Background: an optimization exercise with open tools, aiming at small area, a short achievable clock period and few clock cycles per item. Do not read the settings as production practice.
Only simulation tests tie the RTL to the original design; equivalence was not proved.

==> design.v <==
module trilinear_interp_axis #(
    parameter int FW     = 8,
    parameter int IN_CD  = 8,
    parameter int OUT_CD = IN_CD,
    parameter int NCH    = 3,
    parameter int GUARD  = 2,
    parameter int ROUND  = 1,
    parameter int USER_W = 8
) (
    input  logic                    clk,
    input  logic                    rstn,
    input  logic                    in_valid,
    output logic                    in_ready,
    input  logic [FW-1:0]           frac_r,
    input  logic [FW-1:0]           frac_g,
    input  logic [FW-1:0]           frac_b,
    input  logic                    mode,
    input  logic [USER_W-1:0]       in_user,
    input  logic [8*NCH*IN_CD-1:0]  pt_nbr,    
    output logic                    out_valid,
    input  logic                    out_ready,
    output logic [NCH*OUT_CD-1:0]   out_pt,
    output logic [USER_W-1:0]       out_user
);
    localparam int I_CD = IN_CD + GUARD;
    localparam int PW   = I_CD + FW + 1;
    localparam int WW   = FW + 1;
    localparam int D    = I_CD - OUT_CD;
    localparam int DS   = (D > 0) ? D - 1 : 0;
    localparam logic [FW:0]   W_ONE = {1'b1, {FW{1'b0}}};
    localparam logic [PW-1:0] HALF  = PW'(1) << (FW - 1);
    localparam logic [I_CD:0] RND   = (D > 0) ? ((I_CD + 1)'(1) << DS) : '0;
    localparam logic [I_CD:0] OMAX  = {{(I_CD + 1 - OUT_CD){1'b0}}, {OUT_CD{1'b1}}};
    function automatic logic [FW:0] w1_of(input logic [FW-1:0] f, input logic m);
        if (m) w1_of = f[FW-1] ? W_ONE : '0;
        else   w1_of = {1'b0, f};
    endfunction
    function automatic logic [PW-1:0] mul(input logic [I_CD-1:0] a, input logic [FW:0] w);
        mul = PW'(a) * PW'(w);
    endfunction
    function automatic logic [I_CD-1:0] lerp_sum(input logic [PW-1:0] pa, input logic [PW-1:0] pb);
        logic [PW-1:0] s;
        s = pa + pb + HALF;
        lerp_sum = s[FW +: I_CD];
    endfunction
    function automatic logic [OUT_CD-1:0] narrow(input logic [I_CD-1:0] v);
        logic [I_CD:0] t;
        t = {1'b0, v};
        if (ROUND != 0) t = t + RND;
        t = t >> D;
        if (t > OMAX) t = OMAX;
        narrow = t[OUT_CD-1:0];
    endfunction
    logic                    ce;
    logic [FW:0]             w1_r, w1_g, w1_b;
    logic [5:0]              v_q;
    logic [6*USER_W-1:0]     user_q;
    logic [8*NCH*I_CD-1:0]   s0_pt_q, s0_pt_d;
    logic [6*WW-1:0]         s0_w_q;
    logic [4*NCH*PW-1:0]     s1_pa_q, s1_pa_d, s1_pb_q, s1_pb_d;
    logic [4*WW-1:0]         s1_w_q;
    logic [4*NCH*I_CD-1:0]   s2_pt_q, s2_pt_d;
    logic [4*WW-1:0]         s2_w_q;
    logic [2*NCH*PW-1:0]     s3_pa_q, s3_pa_d, s3_pb_q, s3_pb_d;
    logic [2*WW-1:0]         s3_w_q;
    logic [2*NCH*I_CD-1:0]   s4_pt_q, s4_pt_d;
    logic [2*WW-1:0]         s4_w_q;
    logic [NCH*PW-1:0]       s5_pa_q, s5_pa_d, s5_pb_q, s5_pb_d;
    logic                    out_valid_q;
    logic [NCH*OUT_CD-1:0]   out_pt_q, out_pt_d;
    logic [USER_W-1:0]       out_user_q;
    assign ce        = !out_valid_q || out_ready;
    assign in_ready  = ce;
    assign out_valid = out_valid_q;
    assign out_pt    = out_pt_q;
    assign out_user  = out_user_q;
    assign w1_r = w1_of(frac_r, mode);
    assign w1_g = w1_of(frac_g, mode);
    assign w1_b = w1_of(frac_b, mode);
    always_comb begin
        for (int c = 0; c < NCH; c++) begin
            for (int k = 0; k < 8; k++)
                s0_pt_d[(k*NCH+c)*I_CD +: I_CD] = I_CD'(pt_nbr[k*NCH*IN_CD + c*IN_CD +: IN_CD]) << GUARD;
            for (int j = 0; j < 4; j++) begin
                s1_pa_d[(j*NCH+c)*PW +: PW] = mul(s0_pt_q[((2*j)*NCH+c)*I_CD +: I_CD], s0_w_q[0*WW +: WW]);
                s1_pb_d[(j*NCH+c)*PW +: PW] = mul(s0_pt_q[((2*j+1)*NCH+c)*I_CD +: I_CD], s0_w_q[1*WW +: WW]);
                s2_pt_d[(j*NCH+c)*I_CD +: I_CD] = lerp_sum(s1_pa_q[(j*NCH+c)*PW +: PW], s1_pb_q[(j*NCH+c)*PW +: PW]);
            end
            for (int m = 0; m < 2; m++) begin
                s3_pa_d[(m*NCH+c)*PW +: PW] = mul(s2_pt_q[((2*m)*NCH+c)*I_CD +: I_CD], s2_w_q[0*WW +: WW]);
                s3_pb_d[(m*NCH+c)*PW +: PW] = mul(s2_pt_q[((2*m+1)*NCH+c)*I_CD +: I_CD], s2_w_q[1*WW +: WW]);
                s4_pt_d[(m*NCH+c)*I_CD +: I_CD] = lerp_sum(s3_pa_q[(m*NCH+c)*PW +: PW], s3_pb_q[(m*NCH+c)*PW +: PW]);
            end
            s5_pa_d[c*PW +: PW] = mul(s4_pt_q[(0*NCH+c)*I_CD +: I_CD], s4_w_q[0*WW +: WW]);
            s5_pb_d[c*PW +: PW] = mul(s4_pt_q[(1*NCH+c)*I_CD +: I_CD], s4_w_q[1*WW +: WW]);
            out_pt_d[c*OUT_CD +: OUT_CD] = narrow(lerp_sum(s5_pa_q[c*PW +: PW], s5_pb_q[c*PW +: PW]));
        end
    end
    always_ff @(posedge clk or negedge rstn) begin
        if (!rstn) begin
            v_q         <= '0;
            user_q      <= '0;
            s0_pt_q     <= '0;
            s0_w_q      <= '0;
            s1_pa_q     <= '0;
            s1_pb_q     <= '0;
            s1_w_q      <= '0;
            s2_pt_q     <= '0;
            s2_w_q      <= '0;
            s3_pa_q     <= '0;
            s3_pb_q     <= '0;
            s3_w_q      <= '0;
            s4_pt_q     <= '0;
            s4_w_q      <= '0;
            s5_pa_q     <= '0;
            s5_pb_q     <= '0;
            out_valid_q <= 1'b0;
            out_pt_q    <= '0;
            out_user_q  <= '0;
        end else if (ce) begin
            v_q         <= {v_q[4:0], in_valid};
            user_q      <= {user_q[0 +: 5*USER_W], in_user};
            s0_pt_q     <= s0_pt_d;
            s0_w_q      <= {w1_b, W_ONE - w1_b, w1_g, W_ONE - w1_g, w1_r, W_ONE - w1_r};
            s1_pa_q     <= s1_pa_d;
            s1_pb_q     <= s1_pb_d;
            s1_w_q      <= s0_w_q[2*WW +: 4*WW];
            s2_pt_q     <= s2_pt_d;
            s2_w_q      <= s1_w_q;
            s3_pa_q     <= s3_pa_d;
            s3_pb_q     <= s3_pb_d;
            s3_w_q      <= s2_w_q[2*WW +: 2*WW];
            s4_pt_q     <= s4_pt_d;
            s4_w_q      <= s3_w_q;
            s5_pa_q     <= s5_pa_d;
            s5_pb_q     <= s5_pb_d;
            out_valid_q <= v_q[5];
            out_pt_q    <= out_pt_d;
            out_user_q  <= user_q[5*USER_W +: USER_W];
        end
    end
endmodule
==> run.sh <==
#!/bin/bash
# synth_recipe.tcl (not shown) runs the flow's synth.tcl, then flattens the netlist and writes it again
# the make line also repeats each setting of config.mk as NAME=value (left out here)
make -C /OpenROAD-flow-scripts/flow DESIGN_CONFIG=/design/flow/config.mk WORK_HOME=/design/flow/orfs CLKGATE_MAP_FILE= SYNTH_SCRIPT=/design/flow/synth_recipe.tcl finish
==> config.mk <==
export PLATFORM = sky130hd
export DESIGN_NAME = trilinear_interp_axis
export DESIGN_NICKNAME = trilinear_interp_axis
export VERILOG_FILES = /design/flow/design.v
export SDC_FILE = /design/flow/constraint.sdc
export NUM_CORES = 4
export LEC_CHECK = 0
export CAP_MARGIN = 20
export CORE_MARGIN = 2
export CORE_UTILIZATION = 40
export SLEW_MARGIN = 20
==> constraint.sdc <==
create_clock -name core_clock -period 6.0 [get_ports {clk}]
set_input_delay 1.2000 -clock core_clock [delete_from_list [all_inputs] [get_ports {clk}]]
set_output_delay 1.2000 -clock core_clock [all_outputs]
set_load 0.01 [all_outputs]
==> run_results.csv <==
group,metric,value,unit
floorplanning,rows,236,
timing,hold_violations,0,
synthesis,synth-simple-area-share,20.12,%
clocking,postCtsSetupBuffers,0,
synthesis,synth_ff_type,"dfrtp_1",
synthesis,avgSynthCellArea,8.735,sq um
synthesis,ys_types,80,
clocking,cts_resized,0,
synthesis,syn-instance-count,18930,
drt,vias,121700,
global_route,antenna_found_initial,19,
synthesis,synthTopCellsByCount,"nand2_1 (3342), inv_1 (2858), ha_1 (2115), and2_1 (2076), fa_1 (1992)",
global_route,grt_use_total,21.34,%
floorplanning,die_height,646.9,um
worst_setup_path,worstPathRequired,6810,ps
clocking,cts.sinks,1320,
worst_setup_path,crit_chain,"nand2_1 -> fa_1 -> inv_1 -> fa_1 -> ha_1 -> inv_1 -> fa_1 -> inv_1 -> ha_1 -> a21o_1 -> a21oi_1 -> nand2b_1 -> a21oi_1 -> o41ai_1 -> o21bai_1 -> o211a_1 -> o21a_1 -> o31ai_1",
clocking,cts-htree-levels,4,
worst_setup_path,arrival,6240,ps
synthesis,synth_adder_area_share,40.13,%
synthesis,synth_top_cell_by_area,"fa_1",
layout,n_fill_cell,40850,
global_route,grt_overflow,0,
synthesis,ys_async_sr_fraction,100.0,%
floorplanning,die_w,646.9,um
drt,wl_per_cell,18.08,um
timing,max-slew-margin-rel,27.99,%
global_route,grt_pass1_wl,705.7,mm
drt,ant_nets,0,
floorplanning,initial_utilization,40.10,%
synthesis,synthTopCellsByArea,"fa_1 (24%), dfrtp_1 (20%), ha_1 (16%), and2_1 (7.9%), nand2_1 (7.6%)",
floorplanning,dieArea,418400,sq um
clocking,cts_made_buffers,177,
run_status,status,"no timing/DRC/antenna violations",
clocking,cts_root_buffer,"clkbuf_16",
worst_setup_path,path_class,"reg2reg",
synthesis,synth_top_family_by_area,"adder cells",
synthesis,synth_compound_area_share,6.721,%
layout,nets,23040,
layout,regArea,33090,sq um
synthesis,yosysMostFrequentCell,"nand2_1",
worst_setup_path,crit_fanout,36,
synthesis,synth-edff-count,0,
worst_setup_path,cp_num_buf_inv,3,
drt,drc,0,
synthesis,syn_area,165300,sq um
worst_setup_path,cp_slowest_cell,"dfrtp_4",
floorplanning,ios,263,
layout,syn2layout_area_growth,9.173,%
global_route,grt_max_degree,190,
place,gp_congestion,0.8817,
synthesis,yosysWarnings,1,
worst_setup_path,cp-end-kind,"flop",
worst_setup_path,critPathMaxStageDelay,830,ps
timing,max_freq,184.1,MHz
clocking,cts_tree,"yes",
layout,drive_above_1_share,3.731,%
timing,drv_slew,0,
timing,tns,0,ps
synthesis,ys_ff_latch,1320,
clocking,cts.clk_slew.worst_paths,60,ps
layout,multiInputGateArea,117900,sq um
synthesis,synth.area.mux_share,0.07948,%
worst_setup_path,crit_family,"adder cells",
drt,drtIter0Drc,6508,
timing,whs,157.6,ps
place,dp_hpwl,348.6,mm
worst_setup_path,startpoint_type,"flop",
synthesis,syn_nets,23260,
floorplanning,core_area,412200,sq um
synthesis,synth_top_cell_area_share,24.12,%
timing,tightest_slew,1080,ps
place,numPortBuffers,262,
worst_hold_path,worstHoldPathType,"in2async",
job,drv_cap,0,
clocking,ctsHoldBuffers,0,
global_route,grt_pass1_vias,125400,
drt,via_per_inst,5.003,
timing,grt_setup_unrepaired,"false",
drt,dr.pass1.iters,6,
timing,final.setup_skew,63.24,ps
clocking,cts_buffer_depth,4,
synthesis,yosys.area_share.xor_xnor,4.238,%
drt,postRouteWirelength,439.8,mm
timing,min_period,5431,ps
timing,finalSetupViolCount,0,
layout,utilization,43.78,%
clocking,insertion_delay,920,ps
timing,fin_crit_sh,90.51,%
synthesis,yosysSeqAreaShare,19.98,%
## cells by family after synthesis
group / count (synthesis)
buffers and inverters: 3831
XOR/XNOR: 799
AO/OA/AOI/OAI: 1789
AND/OR/NAND/NOR: 7067
adder cells (fa/ha/maj): 4107
multiplexers: 12
flip-flops: 1320
## worst register-to-register path: cells and delay by family, from the launching register on
family,cells,cell delay [ps]
flip-flops,1,830
buffers and inverters,3,160
AO/OA/AOI/OAI,8,1890
adder cells (fa/ha/maj),5,2100
AND/OR/NAND/NOR,2,360
## cells in the final DEF (no fill, tap or decap), types with 259 or more instances in the layout
cell	count
xor2_1	330
xnor2_1	468
a21oi_1	789
o21ai_0	301
inv_1	2858
ha_1	2115
fa_1	1992
nand2_1	3342
and2_1	2076
dfrtp_1	1287
buf_4	259
clkdlybuf4s50_1	260
nor2_1	869
## registers in the layout, indices dropped and copies added (netlist names)
register,count
v_q,6
s5_pa_q,54
s1_w_q,34
s2_pt_q,120
s1_pb_q,192
out_pt_q,24
s5_pb_q,54
s3_pa_q,108
s4_w_q,17
out_user_q,8
s2_w_q,34
s4_pt_q,60
user_q,48
s3_w_q,17
out_valid_q,1
s0_w_q,51
s3_pb_q,108
s0_pt_q,192
s1_pa_q,192
## layer usage
layer / share of wire (%) / track usage, % / up-vias / wire length [um]
li1: - / - / 58180 / -
met1: 45 / 28.22 / 60800 / 196000
met2: 48 / 36.54 / 2152 / 209600
met3: 4.1 / 2.267 / 554 / 17920
met4: 3.7 / 6.762 / 6 / 16240
met5: 0.0077 / 0 / - / 34
## metrics by stage
| step | cells | cell area (sq um) | setup slack, ps |
|---|---|---|---|
| final | 24320 | 180500 | 569.1 |
| after global routing | 24320 | 180500 | 277.4 |
| after CTS | 24320 | 180400 | 541.7 |
| after detailed placement | 23990 | 174100 | 582.5 |
| after global placement | 23990 | 174100 | 545.0 |
| after floorplan | 18930 | 165300 | 975.7 |
## cell type report
class / count / share of cell area, %
well taps: 5474 / 3.795
clock buffers: 226 / 2.718
inverters: 2859 / 5.951
clock inverters: 96 / 0.8271
diodes: 7 / 0.009706
repair buffers: 567 / 3.048
multi-input cells: 13770 / 65.31
flip-flops and latches: 1320 / 18.34
## path summary, 6_finish.rpt
kind	slack [ps]	to	start	cells past startpoint
worst max-delay path	570	s3_pb_q[36]$_DFFE_PN0P_	s2_w_q[9]$_DFFE_PN0P_	18
worst min-delay path	160	s5_pb_q[3]$_DFFE_PN0P_	rstn	1
worst max register to register	570	s3_pb_q[36]$_DFFE_PN0P_	s2_w_q[9]$_DFFE_PN0P_	18
worst min register to register	420	user_q[32]$_DFFE_PN0P_	user_q[24]$_DFFE_PN0P_	2
max in group asynchronous	4150	s0_w_q[8]$_DFFE_PN0P_	rstn	2
min in group core_clock	420	user_q[32]$_DFFE_PN0P_	user_q[24]$_DFFE_PN0P_	2
Testbench counts, summed over its fixed seeds: cycles 16,056, items 16,000.

==> re-timing with driven ports <==
In the flow no input, the clock included, has a driving cell. The finished layout below was timed again as built, in two steps. Step 1 (the two cells are an assumption about what drives the block):
set clk [get_ports {clk}]
set_driving_cell -lib_cell sky130_fd_sc_hd__clkbuf_16 $clk
set_driving_cell -lib_cell sky130_fd_sc_hd__buf_2 [delete_from_list [all_inputs] $clk]
Step 2, shift: input delay + t, output delay - t, t = (earliest + latest rising clock arrival at the registers) / 2. This alone moves slack from input paths to output paths. a / b / c = no drivers / after step 1 / after step 2; a / b = the first two.
shift t [ns]: 0.994
setup WS [ns]: 0.569 / 0.569 / 0.569
latest minus earliest clock arrival (ns): 0.071 / 0.071
slew at the worst register clock pin (ns): 0.07 / 0.07
cell pins on the clock port's net: 1
After both steps setup and hold are still met in this run. The setup slack of this run moves by 0.000 ns with the drivers and by 0.000 ns with both steps.
